Background: an optimization exercise with open tools, aiming at small area. Do not read the settings as production practice. The RTL was checked by simulation tests, not by an equivalence proof against the original design. Power is estimated from default activity; no workload was simulated.

==> run X: inputs <==
==> flow/design.v <==
package vespa_pkg;
    localparam int NREGS   = 32;
    localparam int REG_MSB = 4;
    localparam int OP_HI   = 31;
    localparam int OP_LO   = 27;
    localparam int RD_HI   = 26;
    localparam int RD_LO   = 22;
    localparam int CD_HI   = 26;
    localparam int CD_LO   = 23;
    localparam int RS1_HI  = 21;
    localparam int RS1_LO  = 17;
    localparam int IMM_BIT = 16;
    localparam int RS2_HI  = 15;
    localparam int RS2_LO  = 11;
    typedef enum logic [4:0] {
        OP_NOP = 5'd0,
        OP_ADD = 5'd1,
        OP_SUB = 5'd2,
        OP_OR  = 5'd3,
        OP_AND = 5'd4,
        OP_NOT = 5'd5,
        OP_XOR = 5'd6,
        OP_CMP = 5'd7,
        OP_BXX = 5'd8,
        OP_JMP = 5'd9,
        OP_LD  = 5'd10,
        OP_LDI = 5'd11,
        OP_LDX = 5'd12,
        OP_ST  = 5'd13,
        OP_STX = 5'd14,
        OP_HLT = 5'd31
    } opcode_e;
    typedef enum logic {
        ST_RUN    = 1'b0,
        ST_HALTED = 1'b1
    } dec_state_e;
endpackage
module vespa_regfile #(
    parameter int DATA_W = 32,
    parameter int NREGS  = 32,
    parameter int AW     = $clog2(NREGS)
) (
    input  logic              clk,
    input  logic              rst_n,
    input  logic              rd_load,
    input  logic [AW-1:0]     rd1_addr,
    input  logic [DATA_W-1:0] rd1_q,
    output logic [DATA_W-1:0] rd1_nxt,
    input  logic [AW-1:0]     rd2_addr,
    input  logic [DATA_W-1:0] rd2_q,
    output logic [DATA_W-1:0] rd2_nxt,
    input  logic              wb_en,
    input  logic [AW-1:0]     wb_addr,
    input  logic [DATA_W-1:0] wb_data
);
    logic [NREGS*DATA_W-1:0] rf;
    logic [NREGS-1:0]        written;
    logic [NREGS-1:0]        we;
    always_comb begin
        for (int i = 0; i < NREGS; i++) we[i] = wb_en && (wb_addr == AW'(i));
    end
    always_ff @(posedge clk or negedge rst_n) begin
        if (!rst_n) written <= '0;
        else        written <= written | we;
    end
    for (genvar i = 0; i < NREGS; i++) begin : g_reg
        logic [DATA_W-1:0] q;
        logic [DATA_W-1:0] nxt;
        logic              ld, hold;
        assign ld   = we[i];
        assign hold = !we[i];
        for (genvar b = 0; b < DATA_W; b++) begin : g_bit
            vespa_cell_ao22 u_ld (.a1(wb_data[b]), .a2(ld), .b1(q[b]), .b2(hold), .y(nxt[b]));
        end
        always_ff @(posedge clk) q <= nxt;
        assign rf[i*DATA_W +: DATA_W] = q;
    end
    vespa_rdport #(.DATA_W(DATA_W), .NREGS(NREGS), .AW(AW)) u_rd1 (
        .rf(rf), .written(written), .addr(rd1_addr), .load(rd_load), .q(rd1_q),
        .wb_en(wb_en), .wb_addr(wb_addr), .wb_data(wb_data), .nxt(rd1_nxt)
    );
    vespa_rdport #(.DATA_W(DATA_W), .NREGS(NREGS), .AW(AW)) u_rd2 (
        .rf(rf), .written(written), .addr(rd2_addr), .load(rd_load), .q(rd2_q),
        .wb_en(wb_en), .wb_addr(wb_addr), .wb_data(wb_data), .nxt(rd2_nxt)
    );
endmodule
module vespa_rdport #(
    parameter int DATA_W = 32,
    parameter int NREGS  = 32,
    parameter int AW     = 5
) (
    input  logic [NREGS*DATA_W-1:0] rf,
    input  logic [NREGS-1:0]        written,
    input  logic [AW-1:0]           addr,
    input  logic                    load,
    input  logic [DATA_W-1:0]       q,
    input  logic                    wb_en,
    input  logic [AW-1:0]           wb_addr,
    input  logic [DATA_W-1:0]       wb_data,
    output logic [DATA_W-1:0]       nxt
);
    localparam int NT = NREGS + 1;           
    localparam int NG = (NT + 2) / 3;        
    logic          byp;
    logic          hold;
    logic [NG*3-1:0] sel;
    assign byp  = wb_en && (wb_addr == addr);
    assign hold = !load;
    always_comb begin
        sel = '0;
        for (int i = 0; i < NREGS; i++) sel[i] = load && !byp && written[i] && (addr == AW'(i));
        sel[NREGS] = load && byp;
    end
    for (genvar b = 0; b < DATA_W; b++) begin : g_bit
        logic [NG*3-1:0] d;
        logic [NG-1:0]   z;
        logic            zh;
        logic [2:0]      g;
        always_comb begin
            d = '0;
            for (int i = 0; i < NREGS; i++) d[i] = rf[i*DATA_W + b];
            d[NREGS] = wb_data[b];
        end
        for (genvar k = 0; k < NG; k++) begin : g_grp
            vespa_cell_aoi222 u_aoi (
                .a1(sel[3*k]),   .a2(d[3*k]),
                .b1(sel[3*k+1]), .b2(d[3*k+1]),
                .c1(sel[3*k+2]), .c2(d[3*k+2]),
                .y(z[k])
            );
        end
        vespa_cell_nand2 u_h  (.a(q[b]), .b(hold), .y(zh));
        vespa_cell_nand4 u_g0 (.a(z[0]), .b(z[1]), .c(z[2]),  .d(z[3]),  .y(g[0]));
        vespa_cell_nand4 u_g1 (.a(z[4]), .b(z[5]), .c(z[6]),  .d(z[7]),  .y(g[1]));
        vespa_cell_nand4 u_g2 (.a(z[8]), .b(z[9]), .c(z[10]), .d(zh),    .y(g[2]));
        vespa_cell_or3   u_o  (.a(g[0]), .b(g[1]), .c(g[2]), .y(nxt[b]));
    end
endmodule
module vespa_cell_ao22 (input logic a1, a2, b1, b2, output logic y);
    assign y = (a1 & a2) | (b1 & b2);
endmodule
module vespa_cell_aoi222 (input logic a1, a2, b1, b2, c1, c2, output logic y);
    assign y = !((a1 & a2) | (b1 & b2) | (c1 & c2));
endmodule
module vespa_cell_nand2 (input logic a, b, output logic y);
    assign y = !(a & b);
endmodule
module vespa_cell_nand4 (input logic a, b, c, d, output logic y);
    assign y = !(a & b & c & d);
endmodule
module vespa_cell_or3 (input logic a, b, c, output logic y);
    assign y = a | b | c;
endmodule
module vespa_decode #(
    parameter int DATA_W = 32,
    parameter int NREGS  = 32
) (
    input  logic              i_clk_d,
    input  logic              i_rst_d,
    input  logic              i_valid_d,
    output logic              o_ready_d,
    input  logic [31:0]       i_PC_d,
    input  logic [31:0]       i_IR_d,
    input  logic              i_flush_d,
    input  logic              i_wb_en,
    input  logic [vespa_pkg::REG_MSB:0]  i_wb_addr,
    input  logic [DATA_W-1:0] i_wb_data,
    output logic              o_valid_x,
    input  logic              i_ready_x,
    output logic [31:0]       o_PC_x,
    output logic [4:0]        o_op_x,
    output logic [vespa_pkg::REG_MSB:0]  o_rdst_x,
    output logic [3:0]        o_cond_x,
    output logic [DATA_W-1:0] o_rs1_val_x,
    output logic [DATA_W-1:0] o_rs2_val_x,
    output logic [DATA_W-1:0] o_imm_x,
    output logic              o_use_imm_x,
    output logic              o_wen_x,
    output logic              o_mem_rd_x,
    output logic              o_mem_wr_x,
    output logic              o_halted
);
    function automatic logic signed [DATA_W-1:0] sext(input logic [31:0] raw, input int w);
        logic signed [31:0] t;
        t = $signed(raw << (32 - w));
        sext = t >>> (32 - w);
    endfunction
    logic [4:0]              op_p0;
    logic [vespa_pkg::REG_MSB:0]        rdst_p0;
    logic [vespa_pkg::REG_MSB:0]        rs1_addr_p0;
    logic [vespa_pkg::REG_MSB:0]        rs2_field_p0;
    logic [vespa_pkg::REG_MSB:0]        rs2_addr_p0;
    logic [DATA_W-1:0]       rs1_val_p0;
    logic [DATA_W-1:0]       rs2_val_p0;
    logic signed [DATA_W-1:0] imm_p0;
    logic                    use_imm_p0;
    logic                    wen_p0;
    logic                    mem_rd_p0;
    logic                    mem_wr_p0;
    logic                    store_p0;
    logic                    load_use_p0;
    logic                    accept;
    assign rdst_p0      = i_IR_d[vespa_pkg::RD_HI:vespa_pkg::RD_LO];
    assign rs1_addr_p0  = i_IR_d[vespa_pkg::RS1_HI:vespa_pkg::RS1_LO];
    assign rs2_field_p0 = i_IR_d[vespa_pkg::RS2_HI:vespa_pkg::RS2_LO];
    assign rs2_addr_p0  = store_p0 ? rdst_p0 : rs2_field_p0;
    always_comb begin
        op_p0      = i_IR_d[vespa_pkg::OP_HI:vespa_pkg::OP_LO];
        imm_p0     = '0;
        use_imm_p0 = 1'b0;
        wen_p0     = 1'b0;
        mem_rd_p0  = 1'b0;
        mem_wr_p0  = 1'b0;
        store_p0   = 1'b0;
        case (i_IR_d[vespa_pkg::OP_HI:vespa_pkg::OP_LO])
            vespa_pkg::OP_ADD, vespa_pkg::OP_SUB, vespa_pkg::OP_OR, vespa_pkg::OP_AND, vespa_pkg::OP_NOT, vespa_pkg::OP_XOR, vespa_pkg::OP_CMP: begin
                wen_p0 = (i_IR_d[vespa_pkg::OP_HI:vespa_pkg::OP_LO] != vespa_pkg::OP_CMP);
                if (i_IR_d[vespa_pkg::IMM_BIT]) begin
                    use_imm_p0 = 1'b1;
                    imm_p0     = sext(i_IR_d, 16);
                end
            end
            vespa_pkg::OP_BXX: begin
                use_imm_p0 = 1'b1;
                imm_p0     = sext(i_IR_d, 23);
            end
            vespa_pkg::OP_JMP: begin
                use_imm_p0 = 1'b1;
                imm_p0     = sext(i_IR_d, 16);
                wen_p0     = i_IR_d[vespa_pkg::IMM_BIT];
            end
            vespa_pkg::OP_LD, vespa_pkg::OP_LDI: begin
                use_imm_p0 = 1'b1;
                imm_p0     = sext(i_IR_d, 22);
                wen_p0     = 1'b1;
                mem_rd_p0  = (i_IR_d[vespa_pkg::OP_HI:vespa_pkg::OP_LO] == vespa_pkg::OP_LD);
            end
            vespa_pkg::OP_LDX: begin
                use_imm_p0 = 1'b1;
                imm_p0     = sext(i_IR_d, 17);
                wen_p0     = 1'b1;
                mem_rd_p0  = 1'b1;
            end
            vespa_pkg::OP_ST: begin
                use_imm_p0 = 1'b1;
                imm_p0     = sext(i_IR_d, 22);
                mem_wr_p0  = 1'b1;
                store_p0   = 1'b1;
            end
            vespa_pkg::OP_STX: begin
                use_imm_p0 = 1'b1;
                imm_p0     = sext(i_IR_d, 17);
                mem_wr_p0  = 1'b1;
                store_p0   = 1'b1;
            end
            vespa_pkg::OP_NOP, vespa_pkg::OP_HLT: ;
            default: op_p0 = vespa_pkg::OP_NOP;
        endcase
    end
    logic              load, hold, ui_load;
    logic [31:0]       pc_q, pc_nxt;
    logic [4:0]        op_q, op_nxt;
    logic [4:0]        rd_q, rd_nxt;
    logic [22:0]       imm_q, imm_nxt;
    logic [3:0]        fl_q, fl_nxt;
    logic [3:0]        fl_p0;
    logic [DATA_W-1:0] rs1_q, rs1_nxt;
    logic [DATA_W-1:0] rs2_q, rs2_nxt;
    assign load    = !o_valid_x || i_ready_x;
    assign hold    = !load;
    assign ui_load = use_imm_p0 && load;
    assign fl_p0   = {use_imm_p0, wen_p0, mem_rd_p0, mem_wr_p0};
    vespa_regfile #(
        .DATA_W (DATA_W),
        .NREGS  (NREGS)
    ) u_regfile (
        .clk      (i_clk_d),
        .rst_n    (i_rst_d),
        .rd_load  (load),
        .rd1_addr (rs1_addr_p0),
        .rd1_q    (rs1_q),
        .rd1_nxt  (rs1_nxt),
        .rd2_addr (rs2_addr_p0),
        .rd2_q    (rs2_q),
        .rd2_nxt  (rs2_nxt),
        .wb_en    (i_wb_en),
        .wb_addr  (i_wb_addr),
        .wb_data  (i_wb_data)
    );
    for (genvar b = 0; b < 32; b++) begin : g_pc
        vespa_cell_ao22 u_ld (.a1(i_PC_d[b]), .a2(load), .b1(pc_q[b]), .b2(hold), .y(pc_nxt[b]));
    end
    for (genvar b = 0; b < 5; b++) begin : g_op
        vespa_cell_ao22 u_ld (.a1(op_p0[b]), .a2(load), .b1(op_q[b]), .b2(hold), .y(op_nxt[b]));
        vespa_cell_ao22 u_rd (.a1(rdst_p0[b]), .a2(load), .b1(rd_q[b]), .b2(hold), .y(rd_nxt[b]));
    end
    for (genvar b = 0; b < 16; b++) begin : g_imm_lo
        vespa_cell_ao22 u_ld (.a1(i_IR_d[b]), .a2(ui_load), .b1(imm_q[b]), .b2(hold), .y(imm_nxt[b]));
    end
    for (genvar b = 16; b < 23; b++) begin : g_imm_hi
        vespa_cell_ao22 u_ld (.a1(imm_p0[b]), .a2(load), .b1(imm_q[b]), .b2(hold), .y(imm_nxt[b]));
    end
    for (genvar b = 0; b < 4; b++) begin : g_fl
        vespa_cell_ao22 u_ld (.a1(fl_p0[b]), .a2(load), .b1(fl_q[b]), .b2(hold), .y(fl_nxt[b]));
    end
    always_ff @(posedge i_clk_d) begin
        pc_q  <= pc_nxt;
        op_q  <= op_nxt;
        rd_q  <= rd_nxt;
        imm_q <= imm_nxt;
        fl_q  <= fl_nxt;
        rs1_q <= rs1_nxt;
        rs2_q <= rs2_nxt;
    end
    always_ff @(posedge i_clk_d or negedge i_rst_d) begin
        if (!i_rst_d)        o_valid_x <= 1'b0;
        else if (i_flush_d)  o_valid_x <= 1'b0;
        else if (load)       o_valid_x <= accept;
    end
    assign o_PC_x      = pc_q;
    assign o_op_x      = op_q;
    assign o_rdst_x    = rd_q;
    assign o_cond_x    = rd_q[4:1];
    assign o_rs1_val_x = rs1_q;
    assign o_rs2_val_x = rs2_q;
    assign o_imm_x     = {{(DATA_W-23){imm_q[22]}}, imm_q};
    assign {o_use_imm_x, o_wen_x, o_mem_rd_x, o_mem_wr_x} = fl_q;
    assign load_use_p0 = o_valid_x && o_mem_rd_x &&
                         ((rs1_addr_p0 == o_rdst_x) ||
                          (store_p0 ? (rdst_p0 == o_rdst_x)
                                    : (!i_IR_d[vespa_pkg::IMM_BIT] && (rs2_field_p0 == o_rdst_x))));
    assign o_ready_d = i_flush_d || (load && !load_use_p0 && !o_halted);
    assign accept    = i_valid_d && o_ready_d && !i_flush_d;
    always_ff @(posedge i_clk_d or negedge i_rst_d) begin
        if (!i_rst_d)                                    o_halted <= 1'b0;
        else if (accept && (op_p0 == vespa_pkg::OP_HLT)) o_halted <= 1'b1;
        else if (i_flush_d)                              o_halted <= 1'b0;
    end
endmodule
==> flow/run.sh <==
#!/bin/bash
# synth_recipe.tcl (not shown) runs the flow's synth.tcl, then flattens the netlist and writes it again
# the make line also repeats each setting of config.mk as NAME=value (left out here)
make -C /OpenROAD-flow-scripts/flow DESIGN_CONFIG=/design/flow/config.mk WORK_HOME=/design/flow/orfs CLKGATE_MAP_FILE= SYNTH_SCRIPT=/design/flow/synth_recipe.tcl finish
==> flow/config.mk <==
export PLATFORM = sky130hd
export DESIGN_NAME = vespa_decode
export DESIGN_NICKNAME = vespa_decode
export VERILOG_FILES = /design/flow/design.v
export SDC_FILE = /design/flow/constraint.sdc
export NUM_CORES = 4
export LEC_CHECK = 0
export CAP_MARGIN = 20
export CORE_MARGIN = 2
export CORE_UTILIZATION = 30
export SLEW_MARGIN = 20
export SYNTH_HIERARCHICAL = 1
export SYNTH_MINIMUM_KEEP_SIZE = 0
==> flow/constraint.sdc <==
create_clock -name core_clock -period 6.0 [get_ports {i_clk_d}]
set_input_delay 1.2000 -clock core_clock [delete_from_list [all_inputs] [get_ports {i_clk_d}]]
set_output_delay 1.2000 -clock core_clock [all_outputs]
set_load 0.01 [all_outputs]
==> inputs of run M, as changes to run X <==
--- a/flow/design.v
+++ b/flow/design.v
@@ -58,4 +58,17 @@
     logic [NREGS-1:0]        we;
-    always_comb begin
-        for (int i = 0; i < NREGS; i++) we[i] = wb_en && (wb_addr == AW'(i));
+    logic [7:0]       whi;
+    logic [3:0]       wlo;
+    logic [NREGS-1:0] whold;
+    for (genvar k = 0; k < 8; k++) begin : g_whi
+        vespa_cell_and4 u_dec (
+            .a(wb_addr[4] == k[2]), .b(wb_addr[3] == k[1]), .c(wb_addr[2] == k[0]), .d(wb_en),
+            .y(whi[k])
+        );
+    end
+    for (genvar k = 0; k < 4; k++) begin : g_wlo
+        vespa_cell_and2 u_dec (.a(wb_addr[1] == k[1]), .b(wb_addr[0] == k[0]), .y(wlo[k]));
+    end
+    for (genvar i = 0; i < NREGS; i++) begin : g_we
+        vespa_cell_nand2 u_hold (.a(whi[i / 4]), .b(wlo[i % 4]), .y(whold[i]));
+        vespa_cell_inv   u_we   (.a(whold[i]), .y(we[i]));
     end
@@ -70,3 +83,3 @@
         assign ld   = we[i];
-        assign hold = !we[i];
+        assign hold = whold[i];
         for (genvar b = 0; b < DATA_W; b++) begin : g_bit
@@ -106,9 +119,25 @@
     logic [NG*3-1:0] sel;
+    logic [NREGS-1:0] sel_r;
     assign byp  = wb_en && (wb_addr == addr);
     assign hold = !load;
+    logic       en;
+    logic [7:0] hi;
+    logic [3:0] lo;
+    assign en = load && !byp;
+    for (genvar k = 0; k < 8; k++) begin : g_hi
+        vespa_cell_and4 u_dec (
+            .a(addr[4] == k[2]), .b(addr[3] == k[1]), .c(addr[2] == k[0]), .d(en), .y(hi[k])
+        );
+    end
+    for (genvar k = 0; k < 4; k++) begin : g_lo
+        vespa_cell_and2 u_dec (.a(addr[1] == k[1]), .b(addr[0] == k[0]), .y(lo[k]));
+    end
     always_comb begin
         sel = '0;
-        for (int i = 0; i < NREGS; i++) sel[i] = load && !byp && written[i] && (addr == AW'(i));
+        sel[NREGS-1:0] = sel_r;
         sel[NREGS] = load && byp;
     end
+    for (genvar i = 0; i < NREGS; i++) begin : g_sel
+        vespa_cell_and3 u_sel (.a(hi[i / 4]), .b(lo[i % 4]), .c(written[i]), .y(sel_r[i]));
+    end
     for (genvar b = 0; b < DATA_W; b++) begin : g_bit
@@ -153,2 +182,14 @@
 endmodule
+module vespa_cell_and2 (input logic a, b, output logic y);
+    assign y = a & b;
+endmodule
+module vespa_cell_and3 (input logic a, b, c, output logic y);
+    assign y = a & b & c;
+endmodule
+module vespa_cell_and4 (input logic a, b, c, d, output logic y);
+    assign y = a & b & c & d;
+endmodule
+module vespa_cell_inv (input logic a, output logic y);
+    assign y = !a;
+endmodule
 module vespa_decode #(
@@ -264,4 +305,3 @@
     logic [22:0]       imm_q, imm_nxt;
-    logic [3:0]        fl_q, fl_nxt;
-    logic [3:0]        fl_p0;
+    logic              f16_q, f16_nxt;
     logic [DATA_W-1:0] rs1_q, rs1_nxt;
@@ -271,3 +311,2 @@
     assign ui_load = use_imm_p0 && load;
-    assign fl_p0   = {use_imm_p0, wen_p0, mem_rd_p0, mem_wr_p0};
     vespa_regfile #(
@@ -302,5 +341,3 @@
     end
-    for (genvar b = 0; b < 4; b++) begin : g_fl
-        vespa_cell_ao22 u_ld (.a1(fl_p0[b]), .a2(load), .b1(fl_q[b]), .b2(hold), .y(fl_nxt[b]));
-    end
+    vespa_cell_ao22 u_f16 (.a1(i_IR_d[vespa_pkg::IMM_BIT]), .a2(load), .b1(f16_q), .b2(hold), .y(f16_nxt));
     always_ff @(posedge i_clk_d) begin
@@ -310,3 +347,3 @@
         imm_q <= imm_nxt;
-        fl_q  <= fl_nxt;
+        f16_q <= f16_nxt;
         rs1_q <= rs1_nxt;
@@ -326,3 +363,9 @@
     assign o_imm_x     = {{(DATA_W-23){imm_q[22]}}, imm_q};
-    assign {o_use_imm_x, o_wen_x, o_mem_rd_x, o_mem_wr_x} = fl_q;
+    assign o_use_imm_x = ((op_q >= vespa_pkg::OP_BXX) && (op_q <= vespa_pkg::OP_STX)) ||
+                         ((op_q >= vespa_pkg::OP_ADD) && (op_q <= vespa_pkg::OP_CMP) && f16_q);
+    assign o_wen_x     = ((op_q >= vespa_pkg::OP_ADD) && (op_q <= vespa_pkg::OP_XOR)) ||
+                         ((op_q >= vespa_pkg::OP_LD) && (op_q <= vespa_pkg::OP_LDX)) ||
+                         ((op_q == vespa_pkg::OP_JMP) && f16_q);
+    assign o_mem_rd_x  = (op_q == vespa_pkg::OP_LD) || (op_q == vespa_pkg::OP_LDX);
+    assign o_mem_wr_x  = (op_q == vespa_pkg::OP_ST) || (op_q == vespa_pkg::OP_STX);
     assign load_use_p0 = o_valid_x && o_mem_rd_x &&
==> flow/flow/run.sh (new file) <==
#!/bin/bash
# Own layout flow: the standard flow (standard.sh, unchanged synthesis) with these changes:
#  - the port buffers are buf_1 cells instead of the resizer's default choice;
#  - clock tree: larger sink clusters driven by clkbuf_16 and no dummy balancing loads;
# The full output goes to a log file in this folder; ORFS keeps its per-step logs in orfs/logs.
set -euo pipefail
export BUFFER_PORTS_ARGS="-buffer_cell sky130_fd_sc_hd__buf_1"
export CTS_ARGS="-sink_clustering_enable -repair_clock_nets -sink_clustering_size 30 -sink_clustering_max_diameter 60 -buf_list sky130_fd_sc_hd__clkbuf_16 -dont_use_dummy_load"
bash standard.sh > standard_flow.log 2>&1
==> flow/standard.sh (new file) <==
#!/bin/bash
# synth_recipe.tcl (not shown) runs the flow's synth.tcl, then flattens the netlist and writes it again
# the make line also repeats each setting of config.mk as NAME=value (left out here)
make -C /OpenROAD-flow-scripts/flow DESIGN_CONFIG=/design/flow/config.mk WORK_HOME=/design/flow/orfs CLKGATE_MAP_FILE= SYNTH_SCRIPT=/design/flow/synth_recipe.tcl "${@:-finish}"
--- a/flow/config.mk
+++ b/flow/config.mk
@@ -9,3 +9,3 @@
 export CORE_MARGIN = 2
-export CORE_UTILIZATION = 30
+export CORE_UTILIZATION = 70
 export SLEW_MARGIN = 20
removed: flow/run.sh
==> inputs of run Y, as changes to run X <==
--- a/flow/design.v
+++ b/flow/design.v
@@ -58,4 +58,17 @@
     logic [NREGS-1:0]        we;
-    always_comb begin
-        for (int i = 0; i < NREGS; i++) we[i] = wb_en && (wb_addr == AW'(i));
+    logic [7:0]       whi;
+    logic [3:0]       wlo;
+    logic [NREGS-1:0] whold;
+    for (genvar k = 0; k < 8; k++) begin : g_whi
+        vespa_cell_and4 u_dec (
+            .a(wb_addr[4] == k[2]), .b(wb_addr[3] == k[1]), .c(wb_addr[2] == k[0]), .d(wb_en),
+            .y(whi[k])
+        );
+    end
+    for (genvar k = 0; k < 4; k++) begin : g_wlo
+        vespa_cell_and2 u_dec (.a(wb_addr[1] == k[1]), .b(wb_addr[0] == k[0]), .y(wlo[k]));
+    end
+    for (genvar i = 0; i < NREGS; i++) begin : g_we
+        vespa_cell_nand2 u_hold (.a(whi[i / 4]), .b(wlo[i % 4]), .y(whold[i]));
+        vespa_cell_inv   u_we   (.a(whold[i]), .y(we[i]));
     end
@@ -70,3 +83,3 @@
         assign ld   = we[i];
-        assign hold = !we[i];
+        assign hold = whold[i];
         for (genvar b = 0; b < DATA_W; b++) begin : g_bit
@@ -106,9 +119,25 @@
     logic [NG*3-1:0] sel;
+    logic [NREGS-1:0] sel_r;
     assign byp  = wb_en && (wb_addr == addr);
     assign hold = !load;
+    logic       en;
+    logic [7:0] hi;
+    logic [3:0] lo;
+    assign en = load && !byp;
+    for (genvar k = 0; k < 8; k++) begin : g_hi
+        vespa_cell_and4 u_dec (
+            .a(addr[4] == k[2]), .b(addr[3] == k[1]), .c(addr[2] == k[0]), .d(en), .y(hi[k])
+        );
+    end
+    for (genvar k = 0; k < 4; k++) begin : g_lo
+        vespa_cell_and2 u_dec (.a(addr[1] == k[1]), .b(addr[0] == k[0]), .y(lo[k]));
+    end
     always_comb begin
         sel = '0;
-        for (int i = 0; i < NREGS; i++) sel[i] = load && !byp && written[i] && (addr == AW'(i));
+        sel[NREGS-1:0] = sel_r;
         sel[NREGS] = load && byp;
     end
+    for (genvar i = 0; i < NREGS; i++) begin : g_sel
+        vespa_cell_and3 u_sel (.a(hi[i / 4]), .b(lo[i % 4]), .c(written[i]), .y(sel_r[i]));
+    end
     for (genvar b = 0; b < DATA_W; b++) begin : g_bit
@@ -153,2 +182,14 @@
 endmodule
+module vespa_cell_and2 (input logic a, b, output logic y);
+    assign y = a & b;
+endmodule
+module vespa_cell_and3 (input logic a, b, c, output logic y);
+    assign y = a & b & c;
+endmodule
+module vespa_cell_and4 (input logic a, b, c, d, output logic y);
+    assign y = a & b & c & d;
+endmodule
+module vespa_cell_inv (input logic a, output logic y);
+    assign y = !a;
+endmodule
 module vespa_decode #(
@@ -264,4 +305,3 @@
     logic [22:0]       imm_q, imm_nxt;
-    logic [3:0]        fl_q, fl_nxt;
-    logic [3:0]        fl_p0;
+    logic              f16_q, f16_nxt;
     logic [DATA_W-1:0] rs1_q, rs1_nxt;
@@ -271,3 +311,2 @@
     assign ui_load = use_imm_p0 && load;
-    assign fl_p0   = {use_imm_p0, wen_p0, mem_rd_p0, mem_wr_p0};
     vespa_regfile #(
@@ -302,5 +341,3 @@
     end
-    for (genvar b = 0; b < 4; b++) begin : g_fl
-        vespa_cell_ao22 u_ld (.a1(fl_p0[b]), .a2(load), .b1(fl_q[b]), .b2(hold), .y(fl_nxt[b]));
-    end
+    vespa_cell_ao22 u_f16 (.a1(i_IR_d[vespa_pkg::IMM_BIT]), .a2(load), .b1(f16_q), .b2(hold), .y(f16_nxt));
     always_ff @(posedge i_clk_d) begin
@@ -310,3 +347,3 @@
         imm_q <= imm_nxt;
-        fl_q  <= fl_nxt;
+        f16_q <= f16_nxt;
         rs1_q <= rs1_nxt;
@@ -326,3 +363,9 @@
     assign o_imm_x     = {{(DATA_W-23){imm_q[22]}}, imm_q};
-    assign {o_use_imm_x, o_wen_x, o_mem_rd_x, o_mem_wr_x} = fl_q;
+    assign o_use_imm_x = ((op_q >= vespa_pkg::OP_BXX) && (op_q <= vespa_pkg::OP_STX)) ||
+                         ((op_q >= vespa_pkg::OP_ADD) && (op_q <= vespa_pkg::OP_CMP) && f16_q);
+    assign o_wen_x     = ((op_q >= vespa_pkg::OP_ADD) && (op_q <= vespa_pkg::OP_XOR)) ||
+                         ((op_q >= vespa_pkg::OP_LD) && (op_q <= vespa_pkg::OP_LDX)) ||
+                         ((op_q == vespa_pkg::OP_JMP) && f16_q);
+    assign o_mem_rd_x  = (op_q == vespa_pkg::OP_LD) || (op_q == vespa_pkg::OP_LDX);
+    assign o_mem_wr_x  = (op_q == vespa_pkg::OP_ST) || (op_q == vespa_pkg::OP_STX);
     assign load_use_p0 = o_valid_x && o_mem_rd_x &&
==> flow/flow/run.sh (new file) <==
#!/bin/bash
# Own layout flow: the standard flow (standard.sh, unchanged synthesis) with two changes:
#  - the port buffers are buf_1 cells instead of the resizer's default choice;
#  - clock tree: larger sink clusters driven by clkbuf_16 and no dummy balancing loads.
# Each run's full output goes to a log file in this folder; ORFS keeps its per-step logs in orfs/logs.
set -euo pipefail
export BUFFER_PORTS_ARGS="-buffer_cell sky130_fd_sc_hd__buf_1"
export CTS_ARGS="-sink_clustering_enable -repair_clock_nets -sink_clustering_size 30 -sink_clustering_max_diameter 60 -buf_list sky130_fd_sc_hd__clkbuf_16 -dont_use_dummy_load"
bash standard.sh > standard_flow.log 2>&1
==> flow/standard.sh (new file) <==
#!/bin/bash
# synth_recipe.tcl (not shown) runs the flow's synth.tcl, then flattens the netlist and writes it again
# the make line also repeats each setting of config.mk as NAME=value (left out here)
make -C /OpenROAD-flow-scripts/flow DESIGN_CONFIG=/design/flow/config.mk WORK_HOME=/design/flow/orfs CLKGATE_MAP_FILE= SYNTH_SCRIPT=/design/flow/synth_recipe.tcl "${@:-finish}"
--- a/flow/config.mk
+++ b/flow/config.mk
@@ -9,3 +9,3 @@
 export CORE_MARGIN = 2
-export CORE_UTILIZATION = 30
+export CORE_UTILIZATION = 60
 export SLEW_MARGIN = 20
removed: flow/run.sh
==> qor summary <==
quantity	run X	run M	run Y
Crit path from	i_IR_d[30]	i_IR_d[28]	i_IR_d[28]
Data arrival time of the critical path	5.79 ns	6.09 ns	5.79 ns
Switching component of the power	6140 uW	5060 uW	5130 uW
Clock buffers created by TritonCTS	130	57	74
Status	timing/DRC/antenna clean	timing/DRC/antenna clean	timing/DRC/antenna clean
Minimum setup slack among reg-to-reg paths	2.30 ns	2.10 ns	2.29 ns
Met3 routed wirelength	35100 um	39100 um	34400 um
Die footprint	154000 um^2	65600 um^2	76300 um^2
Effective utilization at floorplan	30.2%	70.6%	60.8%
Detailed route wirelength on metal2	90900 um	75100 um	79000 um
Distinct cell type count after synthesis	56	47	47
DRC marker count from the first detailed-route iteration	12.9k	16.5k	14.7k
Post-synth net total	3872	3740	3740
Avg Synthesized Cell Area	12.0 um^2	12.2 um^2	12.2 um^2

==> re-timing with driven ports <==
The flow's constraints put no driver on any port. The routed layouts listed below were extracted and timed again, unchanged, in two steps.
Step 1: set_driving_cell puts a clkbuf_16 on i_clk_d and a buf_2 on each other input, an assumption about the parent block.
Step 2, shift: input delay + t, output delay - t, t = (earliest + latest rising clock arrival at the registers) / 2. This alone moves slack from input paths to output paths.
a / b / c = ideal ports / drivers / drivers and shift; a / b = the first two.
| run | t, ns | setup WS [ns] | clock arrival spread, ns | worst register clock-pin slew, ns | pins driven straight from the clock port |
|---|---|---|---|---|---|
| run X | 0.849 | 0.863 / 0.922 / 0.074 | 0.037 / 0.037 | 0.07 / 0.07 | 1 |
| run M | 0.739 | 0.476 / 0.528 / -0.211 | 0.072 / 0.072 | 0.12 / 0.12 | 1 |
| run Y | 0.716 | 0.746 / 0.799 / 0.083 | 0.057 / 0.056 | 0.11 / 0.11 | 1 |
Met with ideal ports but missed after step 2: setup timing in run M. The setup slack of run X, which loses most, moves by +0.059 ns with the drivers and by -0.789 ns with both steps.
